What follows belongs to an exercise in optimizing a design on an open flow for small area, a short achievable clock period and few clock cycles per item; a production flow would make more cautious choices.
RTL that was checked went through simulation tests only; none was proved equivalent to the original.

==> inputs of 12-18 <==
// idct_top
module idct_top (
	input logic Clock,
	input logic Resetn,
	input logic start,
	input logic coef_we,
	input logic [5:0] coef_addr,
	input logic [15:0] coef_data_in,
	output logic pixel_valid,
	output logic [5:0] pixel_index,
	output logic [7:0] pixel_value,
	output logic busy,
	output logic done
);
	localparam int ROW_LAT = idct_pkg::ROW_LAT;
	localparam int COL_LAT = idct_pkg::COL_LAT;
	logic ring_we;
	logic [2:0] ring_pos;
	logic [2:0] ring_slot;
	logic [15:0] ring_data;
	logic [5:0] tau;
	logic hold_load;
	logic [2:0] col_step;
	logic [127:0] head;
	logic signed [21:0] t;
	logic signed [21:0] sr [7];
	logic [22:0] ha, hb;
	logic [21:0] h1, h2, h3, h5, h6, h7;
	idct_sequencer #(.ROW_LAT(ROW_LAT), .COL_LAT(COL_LAT)) i_sequencer (
		.Clock(Clock),
		.Resetn(Resetn),
		.start(start),
		.coef_we(coef_we),
		.coef_addr(coef_addr),
		.coef_data_in(coef_data_in),
		.ring_we(ring_we),
		.ring_pos(ring_pos),
		.ring_slot(ring_slot),
		.ring_data(ring_data),
		.tau(tau),
		.hold_load(hold_load),
		.col_step(col_step),
		.pixel_valid(pixel_valid),
		.pixel_index(pixel_index),
		.busy(busy),
		.done(done)
	);
  ...
clock: 11.0 ns
lec_check: 0
cap_margin: 20
core_margin: 2
core_utilization: 40
cts_cluster_diameter: 150
cts_cluster_size: 20
slew_margin: 20
standard.sh (not shown) runs the stock make flow with config.mk's settings and CLKGATE_MAP_FILE= SYNTH_SCRIPT=/design/flow/synth_recipe.tcl, a recipe that flattens the netlist after the stock synthesis.
==> flow/flow/run.sh <==
#!/bin/bash
# Standard synthesis; then the inverters that synthesis leaves between full
# adders are removed (flow/fixinv.py flips adders, a full adder being
# self-dual); then the standard layout, with timing repair aimed at
# flow/margin.txt ns of setup slack.
set -euo pipefail
MARGIN=$(cat flow/margin.txt)
R=orfs/results/${FLOW_PLATFORM}/idct_top/base
bash standard.sh synth > synth.log 2>&1
python3 flow/fixinv.py $R/1_2_yosys.v $R/1_2_yosys_fixinv.v > fixinv.log 2>&1
cp $R/1_2_yosys.v $R/1_2_yosys_orig.v
cp $R/1_2_yosys_fixinv.v $R/1_2_yosys.v
rm -f $R/1_synth.odb $R/1_synth.sdc
bash standard.sh SETUP_SLACK_MARGIN=$MARGIN MATCH_CELL_FOOTPRINT=0 finish > layout.log 2>&1
==> flow/flow/margin.txt <==
7.2
Other scripts of this flow, unchanged in this note and not shown: flow/flow/fixinv.py
==> 10-16 (differences from 12-18) <==
==> flow/flow/margin.txt (replaced) <==
7.5
==> notes <==
In die area, 10-16 and 12-18 do not differ.
Against 10-16, the non-clock buffer count of 12-18 is higher by 14.
Between 12-18 and 10-16, the lower global-route usage is in 10-16 (gap 0.51 points).
In flip-flop and latch count, 12-18 and 10-16 do not differ.
Sequential share of layout area is about the same in 10-16 and 12-18.
In final cell count, 12-18 and 10-16 hardly differ.
Fmax: 12-18 is lower than 10-16 (2.0%).
Between 12-18 and 10-16, the lower register-to-register slack is in 12-18 (gap 0.08 ns).
10-16 completed without violations. 12-18 passed the timing, design-rule and antenna checks.
No run of this note included a check of the RTL's function; only the layout flow was run.

========
==> run K <==
Another version of the RTL of idct_top (not shown whole).
==> flow/design.v (excerpt) <==
module idct_top (
	input logic Clock,
	input logic Resetn,
	input logic start,
	input logic coef_we,
	input logic [5:0] coef_addr,
	input logic [15:0] coef_data_in,
	output logic pixel_valid,
	output logic [5:0] pixel_index,
	output logic [7:0] pixel_value,
	output logic busy,
	output logic done
);
==> module idct_sequencer, before the edit <==
module idct_sequencer #(
	parameter int ROW_LAT = 2,
	parameter int COL_LAT = 2
) (
	input logic Clock,
	input logic Resetn,
	input logic start,
	input logic coef_we,
	input logic [5:0] coef_addr,
	input logic [15:0] coef_data_in,
	output logic ring_we,
	output logic [2:0] ring_pos,
	output logic [2:0] ring_slot,
	output logic [15:0] ring_data,
	output logic [5:0] tau,
	output logic hold_load,
	output logic [2:0] col_step,
	output logic pixel_valid,
	output logic [5:0] pixel_index,
	output logic busy,
	output logic done
);
	localparam int DLY = 8 + ROW_LAT + COL_LAT;
	logic we_r;
	logic [5:0] addr_r;
	logic [15:0] data_r;
	logic [5:0] tau2;
	logic armed;
	logic run;
	logic [6:0] cnt;
	logic [5:0] tau1;
	logic [5:0] tau_pix;
	logic [2:0] q1;
	logic [2:0] wu;
	logic [2:0] wn;
	logic [3:0] wmap;
	always_ff @(posedge Clock or negedge Resetn) begin
		if (!Resetn) begin
			we_r <= 1'b0;
			ring_we <= 1'b0;
		end else begin
			we_r <= coef_we && !busy;
			ring_we <= we_r;
		end
	end
	assign q1 = tau2[2:0];
	assign wu = addr_r[5:3];
	assign wn = tau2[5:3] + {2'b00, (wu < q1)};
	assign wmap = idct_pkg::wr_map(wn, addr_r[2:0]);
	always_ff @(posedge Clock) begin
		addr_r <= coef_addr;
		data_r <= coef_data_in;
		ring_pos <= wu - q1;
		ring_slot <= wmap[2:0];
		ring_data <= data_r ^ {16{wmap[3]}};
	end
	assign tau1 = tau + 6'd1;
	assign hold_load = (tau[2:0] == 3'(7 + ROW_LAT));
	assign col_step = tau[2:0] - 3'(ROW_LAT);
	assign tau_pix = tau1 - 6'(DLY);
	always_ff @(posedge Clock or negedge Resetn) begin
		if (!Resetn) begin
			tau <= '0;
			tau2 <= 6'd2;
			armed <= 1'b0;
			busy <= 1'b0;
			run <= 1'b0;
			cnt <= '0;
			done <= 1'b0;
			pixel_valid <= 1'b0;
		end else begin
			tau <= tau1;
			tau2 <= tau2 + 6'd1;
			armed <= busy;
			done <= 1'b0;
			pixel_valid <= 1'b0;
			if (!busy) begin
				if (start) begin
					busy <= 1'b1;
				end
			end else if (!run) begin
				if (armed && (tau[2:0] == 3'd0)) begin
					run <= 1'b1;
					cnt <= 7'd1;
				end
			end else begin
				cnt <= cnt + 7'd1;
				pixel_valid <= (cnt >= 7'(DLY - 1));
				if (cnt == 7'(DLY + 62)) begin
					busy <= 1'b0;
					run <= 1'b0;
					done <= 1'b1;
				end
			end
		end
	end
	always_ff @(posedge Clock) begin
		pixel_index <= {idct_pkg::jseq(tau_pix[2:0]), idct_pkg::jseq(tau_pix[5:3])};
	end
endmodule
clock: 11.0 ns
lec_check: 0
cap_margin: 20
core_margin: 2
core_utilization: 40
cts_cluster_diameter: 150
cts_cluster_size: 24
slew_margin: 20
==> flow/flow/run.sh <==
#!/bin/bash
# Standard synthesis; then the inverters that synthesis leaves between full
# adders are removed (flow/fixinv.py flips adders, a full adder being
# self-dual); then the standard layout, with timing repair aimed at
# flow/margin.txt ns of setup slack.
set -euo pipefail
MARGIN=$(cat flow/margin.txt)
R=orfs/results/${FLOW_PLATFORM}/idct_top/base
bash standard.sh synth > synth.log 2>&1
python3 flow/fixinv.py $R/1_2_yosys.v $R/1_2_yosys_fixinv.v > fixinv.log 2>&1
cp $R/1_2_yosys.v $R/1_2_yosys_orig.v
cp $R/1_2_yosys_fixinv.v $R/1_2_yosys.v
rm -f $R/1_synth.odb $R/1_synth.sdc
bash standard.sh SETUP_SLACK_MARGIN=$MARGIN finish > layout.log 2>&1
==> flow/flow/margin.txt <==
6.8
Other scripts of this flow, unchanged in this note and not shown: flow/flow/fixinv.py
==> run F (differences from run K) <==
--- a/flow/design.v
+++ b/flow/design.v
@@ -158,4 +158,8 @@
 	logic armed;
 	logic run;
+	logic waiting;
+	logic busy_i;
+	logic waiting_n;
+	logic run_n;
 	logic [6:0] cnt;
 	logic [5:0] tau1;
@@ -170,5 +174,5 @@
 			ring_we <= 1'b0;
 		end else begin
-			we_r <= coef_we && !busy;
+			we_r <= coef_we && !busy_i;
 			ring_we <= we_r;
 		end
@@ -186,7 +190,22 @@
 	end
 	assign tau1 = tau + 6'd1;
+	assign busy_i = waiting || run;
 	assign hold_load = (tau[2:0] == 3'(7 + ROW_LAT));
 	assign col_step = tau[2:0] - 3'(ROW_LAT);
 	assign tau_pix = tau1 - 6'(DLY);
+	always_comb begin
+		waiting_n = waiting;
+		run_n = run;
+		if (!busy_i) begin
+			waiting_n = start;
+		end else if (waiting) begin
+			if (armed && (tau[2:0] == 3'd0)) begin
+				waiting_n = 1'b0;
+				run_n = 1'b1;
+			end
+		end else if (cnt == 7'(DLY + 62)) begin
+			run_n = 1'b0;
+		end
+	end
 	always_ff @(posedge Clock or negedge Resetn) begin
 		if (!Resetn) begin
@@ -194,6 +213,7 @@
 			tau2 <= 6'd2;
 			armed <= 1'b0;
-			busy <= 1'b0;
+			waiting <= 1'b0;
 			run <= 1'b0;
+			busy <= 1'b0;
 			cnt <= '0;
 			done <= 1'b0;
@@ -202,24 +222,14 @@
 			tau <= tau1;
 			tau2 <= tau2 + 6'd1;
-			armed <= busy;
-			done <= 1'b0;
-			pixel_valid <= 1'b0;
-			if (!busy) begin
-				if (start) begin
-					busy <= 1'b1;
-				end
-			end else if (!run) begin
-				if (armed && (tau[2:0] == 3'd0)) begin
-					run <= 1'b1;
-					cnt <= 7'd1;
-				end
-			end else begin
+			armed <= busy_i;
+			waiting <= waiting_n;
+			run <= run_n;
+			busy <= waiting_n || run_n;
+			done <= run && (cnt == 7'(DLY + 62));
+			pixel_valid <= run && (cnt >= 7'(DLY - 1));
+			if (run) begin
 				cnt <= cnt + 7'd1;
-				pixel_valid <= (cnt >= 7'(DLY - 1));
-				if (cnt == 7'(DLY + 62)) begin
-					busy <= 1'b0;
-					run <= 1'b0;
-					done <= 1'b1;
-				end
+			end else begin
+				cnt <= 7'd1;
 			end
 		end
--- a/flow/flow/run.sh
+++ b/flow/flow/run.sh
@@ -12,3 +12,3 @@
 cp $R/1_2_yosys_fixinv.v $R/1_2_yosys.v
 rm -f $R/1_synth.odb $R/1_synth.sdc
-bash standard.sh SETUP_SLACK_MARGIN=$MARGIN finish > layout.log 2>&1
+bash standard.sh SETUP_SLACK_MARGIN=$MARGIN MATCH_CELL_FOOTPRINT=0 finish > layout.log 2>&1
==> flow/flow/margin.txt (replaced) <==
7.5
==> run Z (differences from run K) <==
--- a/flow/design.v
+++ b/flow/design.v
@@ -158,4 +158,8 @@
 	logic armed;
 	logic run;
+	logic waiting;
+	logic busy_i;
+	logic waiting_n;
+	logic run_n;
 	logic [6:0] cnt;
 	logic [5:0] tau1;
@@ -170,5 +174,5 @@
 			ring_we <= 1'b0;
 		end else begin
-			we_r <= coef_we && !busy;
+			we_r <= coef_we && !busy_i;
 			ring_we <= we_r;
 		end
@@ -186,7 +190,22 @@
 	end
 	assign tau1 = tau + 6'd1;
+	assign busy_i = waiting || run;
 	assign hold_load = (tau[2:0] == 3'(7 + ROW_LAT));
 	assign col_step = tau[2:0] - 3'(ROW_LAT);
 	assign tau_pix = tau1 - 6'(DLY);
+	always_comb begin
+		waiting_n = waiting;
+		run_n = run;
+		if (!busy_i) begin
+			waiting_n = start;
+		end else if (waiting) begin
+			if (armed && (tau[2:0] == 3'd0)) begin
+				waiting_n = 1'b0;
+				run_n = 1'b1;
+			end
+		end else if (cnt == 7'(DLY + 62)) begin
+			run_n = 1'b0;
+		end
+	end
 	always_ff @(posedge Clock or negedge Resetn) begin
 		if (!Resetn) begin
@@ -194,6 +213,7 @@
 			tau2 <= 6'd2;
 			armed <= 1'b0;
-			busy <= 1'b0;
+			waiting <= 1'b0;
 			run <= 1'b0;
+			busy <= 1'b0;
 			cnt <= '0;
 			done <= 1'b0;
@@ -202,24 +222,14 @@
 			tau <= tau1;
 			tau2 <= tau2 + 6'd1;
-			armed <= busy;
-			done <= 1'b0;
-			pixel_valid <= 1'b0;
-			if (!busy) begin
-				if (start) begin
-					busy <= 1'b1;
-				end
-			end else if (!run) begin
-				if (armed && (tau[2:0] == 3'd0)) begin
-					run <= 1'b1;
-					cnt <= 7'd1;
-				end
-			end else begin
+			armed <= busy_i;
+			waiting <= waiting_n;
+			run <= run_n;
+			busy <= waiting_n || run_n;
+			done <= run && (cnt == 7'(DLY + 62));
+			pixel_valid <= run && (cnt >= 7'(DLY - 1));
+			if (run) begin
 				cnt <= cnt + 7'd1;
-				pixel_valid <= (cnt >= 7'(DLY - 1));
-				if (cnt == 7'(DLY + 62)) begin
-					busy <= 1'b0;
-					run <= 1'b0;
-					done <= 1'b1;
-				end
+			end else begin
+				cnt <= 7'd1;
 			end
 		end
--- a/flow/flow/run.sh
+++ b/flow/flow/run.sh
@@ -12,3 +12,3 @@
 cp $R/1_2_yosys_fixinv.v $R/1_2_yosys.v
 rm -f $R/1_synth.odb $R/1_synth.sdc
-bash standard.sh SETUP_SLACK_MARGIN=$MARGIN finish > layout.log 2>&1
+bash standard.sh SETUP_SLACK_MARGIN=$MARGIN MATCH_CELL_FOOTPRINT=0 finish > layout.log 2>&1
==> flow/flow/margin.txt (replaced) <==
7.2
==> results.tsv <==
stage	metric	value	unit
place	placed cell area	0.0796	mm^2
sta	top achievable clock speed	251	MHz
grt	number of global-route vias before repair	46100	
worst_setup_path	depth of the worst register-to-register path	13	
final_layout	clock buffer and inverter area fraction after layout	0.0279	
worst_setup_path	required time of the critical path	11630	ps
final_layout	number of clock buffers in the layout	90	
drt	average vias per placed instance	4.99	
worst_setup_path	worst path buffer plus inverter count	1	
grt	Global Route Usage Sum	0.213	
final_layout	layout buffering overhead excluding clock cells	0.0192	
final_layout	number of standard cells in the layout, taps in and fillers out	8995	
run_status	status	no timing/DRC/antenna violations	
drt	Starting DRT DRC Count	3595	
That was run Z.
==> results.tsv <==
stage	metric	value	unit
worst_setup_path	depth of the worst register-to-register path	9	
grt	Global Route Usage Sum	0.220	
final_layout	number of standard cells in the layout, taps in and fillers out	8957	
worst_setup_path	worst path buffer plus inverter count	3	
drt	average vias per placed instance	4.99	
final_layout	final design area excluding fillers	0.0823	mm^2
place	placed cell area	0.0798	mm^2
grt	initial antenna violation count	4	
run_status	status	no timing/DRC/antenna violations	
final_layout	clock buffer and inverter area fraction after layout	0.0278	
floorplanning	core region area	0.190	mm^2
final_layout	number of clock buffers in the layout	87	
drt	Starting DRT DRC Count	3316	
sta	top achievable clock speed	244	MHz
worst_setup_path	required time of the critical path	11710	ps
final_layout	layout buffering overhead excluding clock cells	0.0144	
That was run K.
==> results.tsv <==
stage	metric	value	unit
run_status	status	no timing/DRC/antenna violations	
final_layout	number of clock buffers in the layout	97	
final_layout	number of standard cells in the layout, taps in and fillers out	9082	
drt	average vias per placed instance	5.01	
sta	top achievable clock speed	250	MHz
grt	number of global-route vias before repair	47300	
final_layout	clock buffer and inverter area fraction after layout	0.0270	
worst_setup_path	required time of the critical path	11600	ps
place	placed cell area	0.0797	mm^2
worst_setup_path	worst path buffer plus inverter count	3	
That was run F.
Testbench counts of run K, summed over its fixed seeds: cycles 13,848, blocks 96.
For run F and run Z, only the layout was checked, not whether the RTL still works.

==> re-timing with driven ports <==
Ports are ideal in the flow. The routed layouts listed here were re-timed in OpenROAD.
Step 1 assumes that a clkbuf_16 drives the clock port and a buf_2 every other input.
Step 2 times the ports against the registers' clock, not the clock port: input delays grow and output delays shrink by t, the midpoint of the rising clock arrivals with the driver on.
a / b / c = ideal / step 1 / step 2; a / b = the first two.
| run | t, ns | setup slack, ns | latest minus earliest clock arrival (ns) | slew at the worst register clock pin (ns) |
|---|---|---|---|---|
| 12-18 | 0.845 | 6.949 / 6.949 / 6.514 | 0.046 / 0.045 | 0.10 / 0.10 |
| 10-16 | 0.856 | 7.028 / 7.028 / 6.600 | 0.053 / 0.052 | 0.10 / 0.10 |
| run K | 0.840 | 6.906 / 6.860 / 6.906 | 0.061 / 0.061 | 0.12 / 0.12 |
| run F | 0.817 | 7.006 / 7.006 / 7.006 | 0.070 / 0.069 | 0.11 / 0.11 |
| run Z | 0.826 | 7.014 / 7.014 / 7.014 | 0.077 / 0.077 | 0.12 / 0.12 |
After both steps setup and hold are still met in every run listed. For 12-18, which loses most, drivers alone change the setup slack by 0.000 ns; drivers and shift together by -0.435 ns.
